Source: an optimization exercise on an open RTL-to-GDS flow (aim: small area, a short achievable clock period and few clock cycles per item). Production flows keep margins and buffers that such runs may drop.
Only the layout flow was run in this run; the RTL was not checked for function there.

===== design/flow/run.sh =====
#!/bin/bash
# synth_recipe.tcl (not shown) runs the flow's synth.tcl, then flattens the netlist and writes it again
# the make line also repeats each setting of config.mk as NAME=value (left out here)
make -C /OpenROAD-flow-scripts/flow DESIGN_CONFIG=/design/flow/config.mk WORK_HOME=/design/flow/orfs CLKGATE_MAP_FILE= SYNTH_SCRIPT=/design/flow/synth_recipe.tcl finish

===== design/flow/config.mk =====
export PLATFORM = sky130hd
export DESIGN_NAME = rgb_to_hsl_convert
export DESIGN_NICKNAME = rgb_to_hsl_convert
export VERILOG_FILES = /design/flow/design.v
export SDC_FILE = /design/flow/constraint.sdc
export NUM_CORES = 4
export LEC_CHECK = 0
export ABC_AREA = 1
export CAP_MARGIN = 20
export CORE_MARGIN = 2
export CORE_UTILIZATION = 40
export SETUP_SLACK_MARGIN = 4.2
export SLEW_MARGIN = 20

===== design/flow/constraint.sdc =====
create_clock -name core_clock -period 8.0 [get_ports {i_clk}]
set_input_delay 1.6000 -clock core_clock [delete_from_list [all_inputs] [get_ports {i_clk}]]
set_output_delay 1.6000 -clock core_clock [all_outputs]
set_load 0.01 [all_outputs]

===== design/flow/design.v =====
module rgb_to_hsl_convert (
    input  logic        i_clk,
    input  logic        i_rst_n,
    input  logic        i_valid,
    output logic        o_stall,
    input  logic [7:0]  i_red,
    input  logic [7:0]  i_green,
    input  logic [7:0]  i_blue,
    input  logic [7:0]  i_alpha,
    output logic        o_valid,
    input  logic        i_stall,
    output logic [12:0] o_hue,
    output logic [7:0]  o_saturation,
    output logic [7:0]  o_luminance,
    output logic [7:0]  o_alpha_out
);
    logic        en;
    logic [6:0]  vld;
    logic [12:0] n_hue;
    logic [7:0]  n_sat, n_lum, n_alpha;
    logic [7:0]  red, green, blue, alpha;
    assign red   = i_red;
    assign green = i_green;
    assign blue  = i_blue;
    assign alpha = i_alpha;
    assign en      = !(o_valid && i_stall);
    assign o_stall = !en;
    logic [8:0] xrg__1;
    assign xrg__1 = {1'b0, red} - {1'b0, green};
    logic [8:0] xgr__2;
    assign xgr__2 = {1'b0, green} - {1'b0, red};
    logic [8:0] xrb__3;
    assign xrb__3 = {1'b0, red} - {1'b0, blue};
    logic [8:0] xbr__4;
    assign xbr__4 = {1'b0, blue} - {1'b0, red};
    logic [8:0] xgb__5;
    assign xgb__5 = {1'b0, green} - {1'b0, blue};
    logic [8:0] xbg__6;
    assign xbg__6 = {1'b0, blue} - {1'b0, green};
    logic [0:0] ge_rg__7;
    assign ge_rg__7 = !xrg__1[8];
    logic [0:0] ge_rb__8;
    assign ge_rb__8 = !xrb__3[8];
    logic [0:0] ge_gb__9;
    assign ge_gb__9 = !xgb__5[8];
    logic [0:0] selr__10;
    assign selr__10 = ge_rg__7 & ge_rb__8;
    logic [0:0] selg__11;
    assign selg__11 = !selr__10 & ge_gb__9;
    logic [8:0] srg__12;
    assign srg__12 = {1'b0, red} + {1'b0, green};
    logic [8:0] srb__13;
    assign srb__13 = {1'b0, red} + {1'b0, blue};
    logic [8:0] sgb__14;
    assign sgb__14 = {1'b0, green} + {1'b0, blue};
    logic [7:0] d__15;
    assign d__15 = 8'(selr__10 ? (ge_gb__9 ? xrb__3 : xrg__1) : (selg__11 ? (ge_rb__8 ? xgb__5 : xgr__2) : (ge_rg__7 ? xbg__6 : xbr__4)));
    logic [7:0] f__16;
    assign f__16 = 8'(selr__10 ? (ge_gb__9 ? xgb__5 : xbg__6) : (selg__11 ? (ge_rb__8 ? xrb__3 : xbr__4) : (ge_rg__7 ? xrg__1 : xgr__2)));
    logic [8:0] sum__17;
    assign sum__17 = selr__10 ? (ge_gb__9 ? srb__13 : srg__12) : (selg__11 ? (ge_rb__8 ? sgb__14 : srg__12) : (ge_rg__7 ? sgb__14 : srb__13));
    logic [0:0] neg__18;
    assign neg__18 = selr__10 ? !ge_gb__9 : (selg__11 ? ge_rb__8 : !ge_rg__7);
    logic [1:0] sec__19;
    assign sec__19 = selr__10 ? 2'd0 : (selg__11 ? 2'd1 : 2'd2);
    logic [8:0] sm__20;
    assign sm__20 = sum__17;
    logic [7:0] alpha__r1;
    logic [7:0] d__r1;
    logic [7:0] f__r1;
    logic [0:0] neg__r1;
    logic [1:0] sec__r1;
    logic [8:0] sm__r1;
    logic [7:0] den__21;
    assign den__21 = sm__r1[8] ? 8'(8'd254 - sm__r1[7:0]) : sm__r1[7:0];
    logic [0:0] shi__22;
    assign shi__22 = sm__r1[8];
    logic [11:0] mh__23;
    assign mh__23 = ({4'b0, f__r1} << 4) - {4'b0, f__r1} + {11'b0, d__r1[7]};
    logic [17:0] hq__24;
    assign hq__24 = {mh__23, d__r1[6:1]};
    logic [15:0] sq__25;
    assign sq__25 = ({8'b0, d__r1} << 8) - {8'b0, d__r1} + {9'b0, den__21[7:1]};
    logic [8:0] ht__26;
    assign ht__26 = hq__24[17:9];
    logic [9:0] hs__27;
    assign hs__27 = {1'b0, ht__26} - {2'b0, d__r1};
    logic [17:0] hq__28;
    assign hq__28 = hs__27[9] ? {hq__24[16:0], 1'b0} : {hs__27[7:0], hq__24[8:0], 1'b1};
    logic [7:0] alpha__r2;
    logic [7:0] d__r2;
    logic [0:0] neg__r2;
    logic [1:0] sec__r2;
    logic [7:0] den__r2;
    logic [0:0] shi__r2;
    logic [15:0] sq__r2;
    logic [17:0] hq__r2;
    logic [8:0] ht__29;
    assign ht__29 = hq__r2[17:9];
    logic [9:0] hs__30;
    assign hs__30 = {1'b0, ht__29} - {2'b0, d__r2};
    logic [17:0] hq__31;
    assign hq__31 = hs__30[9] ? {hq__r2[16:0], 1'b0} : {hs__30[7:0], hq__r2[8:0], 1'b1};
    logic [8:0] st__32;
    assign st__32 = sq__r2[15:7];
    logic [9:0] ss__33;
    assign ss__33 = {1'b0, st__32} - {2'b0, den__r2};
    logic [15:0] sq__34;
    assign sq__34 = ss__33[9] ? {sq__r2[14:0], 1'b0} : {ss__33[7:0], sq__r2[6:0], 1'b1};
    logic [8:0] ht__35;
    assign ht__35 = hq__31[17:9];
    logic [9:0] hs__36;
    assign hs__36 = {1'b0, ht__35} - {2'b0, d__r2};
    logic [17:0] hq__37;
    assign hq__37 = hs__36[9] ? {hq__31[16:0], 1'b0} : {hs__36[7:0], hq__31[8:0], 1'b1};
    logic [8:0] st__38;
    assign st__38 = sq__34[15:7];
    logic [9:0] ss__39;
    assign ss__39 = {1'b0, st__38} - {2'b0, den__r2};
    logic [15:0] sq__40;
    assign sq__40 = ss__39[9] ? {sq__34[14:0], 1'b0} : {ss__39[7:0], sq__34[6:0], 1'b1};
    logic [7:0] alpha__r3;
    logic [7:0] d__r3;
    logic [0:0] neg__r3;
    logic [1:0] sec__r3;
    logic [7:0] den__r3;
    logic [0:0] shi__r3;
    logic [17:0] hq__r3;
    logic [15:0] sq__r3;
    logic [8:0] ht__41;
    assign ht__41 = hq__r3[17:9];
    logic [9:0] hs__42;
    assign hs__42 = {1'b0, ht__41} - {2'b0, d__r3};
    logic [17:0] hq__43;
    assign hq__43 = hs__42[9] ? {hq__r3[16:0], 1'b0} : {hs__42[7:0], hq__r3[8:0], 1'b1};
    logic [8:0] st__44;
    assign st__44 = sq__r3[15:7];
    logic [9:0] ss__45;
    assign ss__45 = {1'b0, st__44} - {2'b0, den__r3};
    logic [15:0] sq__46;
    assign sq__46 = ss__45[9] ? {sq__r3[14:0], 1'b0} : {ss__45[7:0], sq__r3[6:0], 1'b1};
    logic [8:0] ht__47;
    assign ht__47 = hq__43[17:9];
    logic [9:0] hs__48;
    assign hs__48 = {1'b0, ht__47} - {2'b0, d__r3};
    logic [17:0] hq__49;
    assign hq__49 = hs__48[9] ? {hq__43[16:0], 1'b0} : {hs__48[7:0], hq__43[8:0], 1'b1};
    logic [8:0] st__50;
    assign st__50 = sq__46[15:7];
    logic [9:0] ss__51;
    assign ss__51 = {1'b0, st__50} - {2'b0, den__r3};
    logic [15:0] sq__52;
    assign sq__52 = ss__51[9] ? {sq__46[14:0], 1'b0} : {ss__51[7:0], sq__46[6:0], 1'b1};
    logic [7:0] alpha__r4;
    logic [7:0] d__r4;
    logic [0:0] neg__r4;
    logic [1:0] sec__r4;
    logic [7:0] den__r4;
    logic [0:0] shi__r4;
    logic [17:0] hq__r4;
    logic [15:0] sq__r4;
    logic [8:0] ht__53;
    assign ht__53 = hq__r4[17:9];
    logic [9:0] hs__54;
    assign hs__54 = {1'b0, ht__53} - {2'b0, d__r4};
    logic [17:0] hq__55;
    assign hq__55 = hs__54[9] ? {hq__r4[16:0], 1'b0} : {hs__54[7:0], hq__r4[8:0], 1'b1};
    logic [8:0] st__56;
    assign st__56 = sq__r4[15:7];
    logic [9:0] ss__57;
    assign ss__57 = {1'b0, st__56} - {2'b0, den__r4};
    logic [15:0] sq__58;
    assign sq__58 = ss__57[9] ? {sq__r4[14:0], 1'b0} : {ss__57[7:0], sq__r4[6:0], 1'b1};
    logic [8:0] ht__59;
    assign ht__59 = hq__55[17:9];
    logic [9:0] hs__60;
    assign hs__60 = {1'b0, ht__59} - {2'b0, d__r4};
    logic [17:0] hq__61;
    assign hq__61 = hs__60[9] ? {hq__55[16:0], 1'b0} : {hs__60[7:0], hq__55[8:0], 1'b1};
    logic [8:0] st__62;
    assign st__62 = sq__58[15:7];
    logic [9:0] ss__63;
    assign ss__63 = {1'b0, st__62} - {2'b0, den__r4};
    logic [15:0] sq__64;
    assign sq__64 = ss__63[9] ? {sq__58[14:0], 1'b0} : {ss__63[7:0], sq__58[6:0], 1'b1};
    logic [7:0] alpha__r5;
    logic [7:0] d__r5;
    logic [0:0] neg__r5;
    logic [1:0] sec__r5;
    logic [7:0] den__r5;
    logic [0:0] shi__r5;
    logic [17:0] hq__r5;
    logic [15:0] sq__r5;
    logic [8:0] ht__65;
    assign ht__65 = hq__r5[17:9];
    logic [9:0] hs__66;
    assign hs__66 = {1'b0, ht__65} - {2'b0, d__r5};
    logic [17:0] hq__67;
    assign hq__67 = hs__66[9] ? {hq__r5[16:0], 1'b0} : {hs__66[7:0], hq__r5[8:0], 1'b1};
    logic [8:0] st__68;
    assign st__68 = sq__r5[15:7];
    logic [9:0] ss__69;
    assign ss__69 = {1'b0, st__68} - {2'b0, den__r5};
    logic [15:0] sq__70;
    assign sq__70 = ss__69[9] ? {sq__r5[14:0], 1'b0} : {ss__69[7:0], sq__r5[6:0], 1'b1};
    logic [8:0] ht__71;
    assign ht__71 = hq__67[17:9];
    logic [9:0] hs__72;
    assign hs__72 = {1'b0, ht__71} - {2'b0, d__r5};
    logic [17:0] hq__73;
    assign hq__73 = hs__72[9] ? {hq__67[16:0], 1'b0} : {hs__72[7:0], hq__67[8:0], 1'b1};
    logic [8:0] st__74;
    assign st__74 = sq__70[15:7];
    logic [9:0] ss__75;
    assign ss__75 = {1'b0, st__74} - {2'b0, den__r5};
    logic [15:0] sq__76;
    assign sq__76 = ss__75[9] ? {sq__70[14:0], 1'b0} : {ss__75[7:0], sq__70[6:0], 1'b1};
    logic [7:0] sat__77;
    assign sat__77 = sq__76[7:0];
    logic [7:0] alpha__r6;
    logic [7:0] d__r6;
    logic [0:0] neg__r6;
    logic [1:0] sec__r6;
    logic [7:0] den__r6;
    logic [0:0] shi__r6;
    logic [17:0] hq__r6;
    logic [7:0] sat__r6;
    logic [8:0] ht__78;
    assign ht__78 = hq__r6[17:9];
    logic [9:0] hs__79;
    assign hs__79 = {1'b0, ht__78} - {2'b0, d__r6};
    logic [17:0] hq__80;
    assign hq__80 = hs__79[9] ? {hq__r6[16:0], 1'b0} : {hs__79[7:0], hq__r6[8:0], 1'b1};
    logic [9:0] q__81;
    assign q__81 = hq__80[9:0];
    logic [0:0] tie__82;
    assign tie__82 = (hq__80[17:10] == 8'd0) & !d__r6[0];
    logic [0:0] grey__83;
    assign grey__83 = d__r6 == 8'd0;
    logic [12:0] base__84;
    assign base__84 = (sec__r6 == 2'd0) ? (neg__r6 ? 13'd5760 : 13'd0) : ((sec__r6 == 2'd1) ? 13'd1920 : 13'd3840);
    logic [12:0] hue__85;
    assign hue__85 = (base__84 | {12'b0, neg__r6 & tie__82}) + ({3'b0, q__81} ^ {13{neg__r6}}) + {12'b0, neg__r6};
    assign n_hue = grey__83 ? 13'd0 : hue__85;
    assign n_sat = grey__83 ? 8'd0 : sat__r6;
    assign n_lum = shi__r6 ? ~(8'(den__r6[7:1]) + 8'(den__r6[0])) : 8'(den__r6[7:1]);
    assign n_alpha = alpha__r6;
    always_ff @(posedge i_clk) begin
        if (!i_rst_n) begin
            vld <= '0;
        end else if (en) begin
            vld <= {vld[5:0], i_valid};
        end
    end
    always_ff @(posedge i_clk) begin
        if (en) begin
            alpha__r1 <= alpha;
            d__r1 <= d__15;
            f__r1 <= f__16;
            neg__r1 <= neg__18;
            sec__r1 <= sec__19;
            sm__r1 <= sm__20;
            alpha__r2 <= alpha__r1;
            d__r2 <= d__r1;
            neg__r2 <= neg__r1;
            sec__r2 <= sec__r1;
            den__r2 <= den__21;
            shi__r2 <= shi__22;
            sq__r2 <= sq__25;
            hq__r2 <= hq__28;
            alpha__r3 <= alpha__r2;
            d__r3 <= d__r2;
            neg__r3 <= neg__r2;
            sec__r3 <= sec__r2;
            den__r3 <= den__r2;
            shi__r3 <= shi__r2;
            hq__r3 <= hq__37;
            sq__r3 <= sq__40;
            alpha__r4 <= alpha__r3;
            d__r4 <= d__r3;
            neg__r4 <= neg__r3;
            sec__r4 <= sec__r3;
            den__r4 <= den__r3;
            shi__r4 <= shi__r3;
            hq__r4 <= hq__49;
            sq__r4 <= sq__52;
            alpha__r5 <= alpha__r4;
            d__r5 <= d__r4;
            neg__r5 <= neg__r4;
            sec__r5 <= sec__r4;
            den__r5 <= den__r4;
            shi__r5 <= shi__r4;
            hq__r5 <= hq__61;
            sq__r5 <= sq__64;
            alpha__r6 <= alpha__r5;
            d__r6 <= d__r5;
            neg__r6 <= neg__r5;
            sec__r6 <= sec__r5;
            den__r6 <= den__r5;
            shi__r6 <= shi__r5;
            hq__r6 <= hq__73;
            sat__r6 <= sat__77;
            o_hue        <= n_hue;
            o_saturation <= n_sat;
            o_luminance  <= n_lum;
            o_alpha_out  <= n_alpha;
        end
    end
    assign o_valid = vld[6];
endmodule

==> implementation parameters <==
Parameter                              Value

Finish
  Area added between synthesis and finish    18.76%
  Total number of nets in the final design    2790
  Share of post-route cells with drive strength above 1    13.88%
  Fill count    5258
  Antenna Cells    0

GRT
  Largest net degree at the start of global routing    197
  First-pass GRT wire length    80580 um
  Gr ovfl total    0
  Initial antenna violation count    0
  Number of global-route vias before repair    16490
  Aggregate global-route resource usage    16.73%

Die
  Vertical extent of the die    242.6 um
  Core Area    56390 um^2
  Die area    58870 um^2
  Boundary pin count    75
  # rows    87
  Die Wd    242.6 um
  Initial Util    40.39%

Clocking
  Buffers from clock root to sink, at most    3
  CTS Buf Count    39
  Depth of the CTS H-tree    2
  CTS clk-pin slew, worst paths    0.06 ns
  TritonCTS clock tree    done
  Root buffer selected by CTS    sky130_fd_sc_hd__clkbuf_16
  Total number of clock tree sinks    355
  Insertion delay to the later sink of the worst-skew pair    0.55 ns
  Number of buffers added to fix hold violations after cts    0

Place
  Total half-perimeter wirelength after legalization and detailed placement    36240 um
  Number of buffer cells added on primary ports    74
  Final Wtd Congestion    0.9257

Routing
  Violation count after the first detailed-routing iteration    675
  Detail-routed net length per standard cell    15.39 um
  Final antenna-violating net count    0
  Vias    16360
  Total wirelength of the detailed-routed design    50440 um
  Detail-routed via count per cell    4.990
  DRC violation count after routing    0
  Iteration count of the initial detailed-routing pass    5

STA
  Count of pins over their slew limit    0
  Setup Total Neg Slack    0 ns
  Maximum clock frequency    0.2690 GHz
  Tcrit/Tclk final    46.46%
  Slew @ Worst Pin    1.002 ns
  Post-route minimum period    3.717 ns
  Hold slack    0.4095 ns
  Setup-failing EPs final    0
  Final hold violations    0
  Setup repair after global routing missed its margin    yes
  Relative slew slack    33.18%
  Setup skew after layout    0.02594 ns

Yosys
  Syn nets    2615
  Synthesized-area fraction occupied by xor and xnor cells    6.652%
  Cell area after synthesis    22780 um^2
  Post-synth EDFFs    348
  Sequential element share of the synthesized area    46.50%
  Leading register cell type out of synthesis    sky130_fd_sc_hd__edfxtp_1
  Post-synthesis async set-or-reset flop share    0%
  Share of synthesized cell area in and, or, nand and nor gates    13.39%
  Avg Inst Size Synth    9.835 um^2
  Proportion of synthesized area in mux cells    0.3845%
  Post-synthesis share of cell area spent on full adders, half adders and majority gates    15.34%
  Synth cell types    57
  Dominant combinational cell family by area after synthesis    adder cells
  Post-synthesis compound-gate area fraction    11.25%
  Flops & latches, synth    355
  Post-synthesis instance total    2316
  Number of synthesis warnings    1

Critical path
  Kind of critical path    input pin to register
  Critical Path Start Type    input pin
  Data required time of the worst path    8.28 ns
  Worst Path Arrival    3.99 ns
  Nature of the critical path endpoint    register
  Crit-path max FO    13

Status
  Status    complete, no violations

Worst hold path
  Path class of the lowest-slack min-delay path    register to register

Flow run
  Max_cap viols    0
layer usage:
| layer | global-route usage, % | up-vias | wire length (um) |
|---|---|---|---|
| li1 | - | 8287 | - |
| met1 | 19.23 | 7650 | 20580 |
| met2 | 31.06 | 318 | 26070 |
| met3 | 2.057 | 103 | 1644 |
| met4 | 7.344 | 0 | 2144 |
| met5 | 0 | - | 0 |
per-stage QoR:
step	setup WS, ns	std cells	instance area, um^2	utilization [%]
2_1_floorplan	2.803	2316	22790	-
6_report	4.283	3278	27050	47.97
3_5_place_dp	2.833	3113	24280	43.07
5_1_grt	4.085	3278	27050	47.97
4_1_cts	4.174	3236	26330	46.69
3_3_place_gp	2.889	3113	24280	43.07
cell usage after synthesis, types with 6 or more instances:
library cell / instances / area [um^2]
sky130_fd_sc_hd__buf_2: 21 / 105.1
sky130_fd_sc_hd__nor2_1: 177 / 664.4
sky130_fd_sc_hd__fa_1: 27 / 540.5
sky130_fd_sc_hd__o21bai_1: 11 / 82.58
sky130_fd_sc_hd__mux2_2: 6 / 67.56
sky130_fd_sc_hd__a21oi_1: 205 / 1026
sky130_fd_sc_hd__o211ai_1: 25 / 187.7
sky130_fd_sc_hd__a31oi_1: 17 / 106.4
sky130_fd_sc_hd__ha_1: 236 / 2953
sky130_fd_sc_hd__a21o_1: 15 / 112.6
sky130_fd_sc_hd__inv_2: 10 / 37.54
sky130_fd_sc_hd__xnor2_1: 74 / 648.1
sky130_fd_sc_hd__nand2_1: 357 / 1340
sky130_fd_sc_hd__o21ai_1: 12 / 60.06
sky130_fd_sc_hd__buf_4: 6 / 45.04
sky130_fd_sc_hd__edfxtp_1: 348 / 10450
sky130_fd_sc_hd__nand3_1: 68 / 340.3
sky130_fd_sc_hd__xor2_1: 99 / 867.1
sky130_fd_sc_hd__nor3_1: 13 / 65.06
sky130_fd_sc_hd__inv_1: 312 / 1171
sky130_fd_sc_hd__o21ai_0: 138 / 690.7
sky130_fd_sc_hd__nand2_2: 9 / 56.30
sky130_fd_sc_hd__or2_2: 18 / 112.6
sky130_fd_sc_hd__dfxtp_1: 7 / 140.1
sky130_fd_sc_hd__nand2_4: 6 / 67.56
sky130_fd_sc_hd__nand4_1: 20 / 125.1
worst paths after layout:
check / end / start / slack (ns) / cells after the start
max: d__r1[1]$_DFFE_PN_ / i_red[7] / 4.28 / 11
min: alpha__r3[2]$_DFFE_PN_ / alpha__r2[2]$_DFFE_PN_ / 0.41 / 0
max reg2reg: hq__r6[14]$_DFFE_PN_ / d__r5[2]$_DFFE_PN_ / 4.33 / 20
min reg2reg: alpha__r3[2]$_DFFE_PN_ / alpha__r2[2]$_DFFE_PN_ / 0.41 / 0
cells in the final DEF, fill, tap and decap left out, types with 15 or more instances in the layout:
| cell type | count |
|---|---|
| sky130_fd_sc_hd__nand4_1 | 20 |
| sky130_fd_sc_hd__inv_2 | 26 |
| sky130_fd_sc_hd__edfxtp_1 | 348 |
| sky130_fd_sc_hd__o21ai_0 | 130 |
| sky130_fd_sc_hd__o211ai_1 | 25 |
| sky130_fd_sc_hd__fa_1 | 27 |
| sky130_fd_sc_hd__nand3_1 | 68 |
| sky130_fd_sc_hd__a31oi_1 | 16 |
| sky130_fd_sc_hd__or2_2 | 18 |
| sky130_fd_sc_hd__a21o_1 | 15 |
| sky130_fd_sc_hd__a21oi_2 | 18 |
| sky130_fd_sc_hd__ha_1 | 206 |
| sky130_fd_sc_hd__buf_4 | 80 |
| sky130_fd_sc_hd__nor2_1 | 176 |
| sky130_fd_sc_hd__a21oi_1 | 185 |
| sky130_fd_sc_hd__nand2_1 | 336 |
| sky130_fd_sc_hd__inv_1 | 290 |
| sky130_fd_sc_hd__nand2_4 | 17 |
| sky130_fd_sc_hd__xor2_1 | 99 |
| sky130_fd_sc_hd__xnor2_1 | 74 |
| sky130_fd_sc_hd__clkbuf_16 | 39 |
| sky130_fd_sc_hd__clkdlybuf4s50_1 | 53 |
| sky130_fd_sc_hd__nand2_2 | 21 |
| sky130_fd_sc_hd__ha_4 | 24 |
state kept, by name, summed over array words and instances, names as in the netlist, 12 cells and up:
signal,flops
hq__r2,12
sq__r4,16
hq__r6,18
hq__r3,12
hq__r4,13
hq__r5,15
sq__r3,16
sq__r2,16
sq__r5,16
o_hue,13
final cells by class:
class                      count  area (um^2)  area share (%)
timing repair buffer         158         1391           5.144
multi-input combinational   1607        11480           42.43
tap                          756        945.9           3.497
timing repair inverter         3        22.52         0.08326
sequential                   355        10590           39.15
clock inverter                32        377.9           1.397
inverter                     327         1264           4.672
clock buffer                  40        979.7           3.622
kinds of logic (layout without fill, tap and decap cells):
group | Yosys count | count (layout)
xor gates and xnor gates | 173 | 173
adders and majority gates | 263 | 263
AOI/OAI and AO/OA | 457 | 457
DFF | 355 | 355
buffers and inverters | 363 | 560
and+or+nand+nor | 697 | 706
muxes | 8 | 8
what timing repair did:
item	in CTS	in global routing
cloned	9	3
endpoints found under the setup margin	94	94
setup buffers	42	39
endpoints found under the hold margin	0	0
pin swaps	23	43
gates resized for setup	93	104
critical path, stage by stage:
cell	delay, ns
sky130_fd_sc_hd__clkdlybuf4s50_1	0.59
sky130_fd_sc_hd__ha_2	0.40
sky130_fd_sc_hd__a21o_1	0.24
sky130_fd_sc_hd__a31oi_4	0.29
sky130_fd_sc_hd__nand2_8	0.10
sky130_fd_sc_hd__nand2_8	0.16
sky130_fd_sc_hd__inv_4	0.09
sky130_fd_sc_hd__nand2_4	0.13
sky130_fd_sc_hd__inv_2	0.12
sky130_fd_sc_hd__a22oi_1	0.14
sky130_fd_sc_hd__o21ai_1	0.11

[static timing again, ports no longer ideal]
The results above use ideal ports. As a check the final layout listed here was re-extracted and re-timed, cells and wires unchanged.
Step 1 sets driving cells, clkbuf_16 on the clock port and buf_2 on the other inputs (assumed; they add their load-dependent delay and slew).
Step 2 moves the port delays by t, midway between the first and last clock arrival at a register: inputs arrive t later, outputs are due t later. That takes back most of the time a late clock gives input paths.
a / b / c = no drivers / after step 1 / after step 2; a / b = the first two.
t, ns: 0.593
slack for setup (ns): 4.283 / 4.302 / 3.713
pins driven straight from the clock port: 1
After both steps this run still meets setup and hold. For this run, drivers alone change the setup slack by +0.019 ns; drivers and shift together by -0.570 ns.
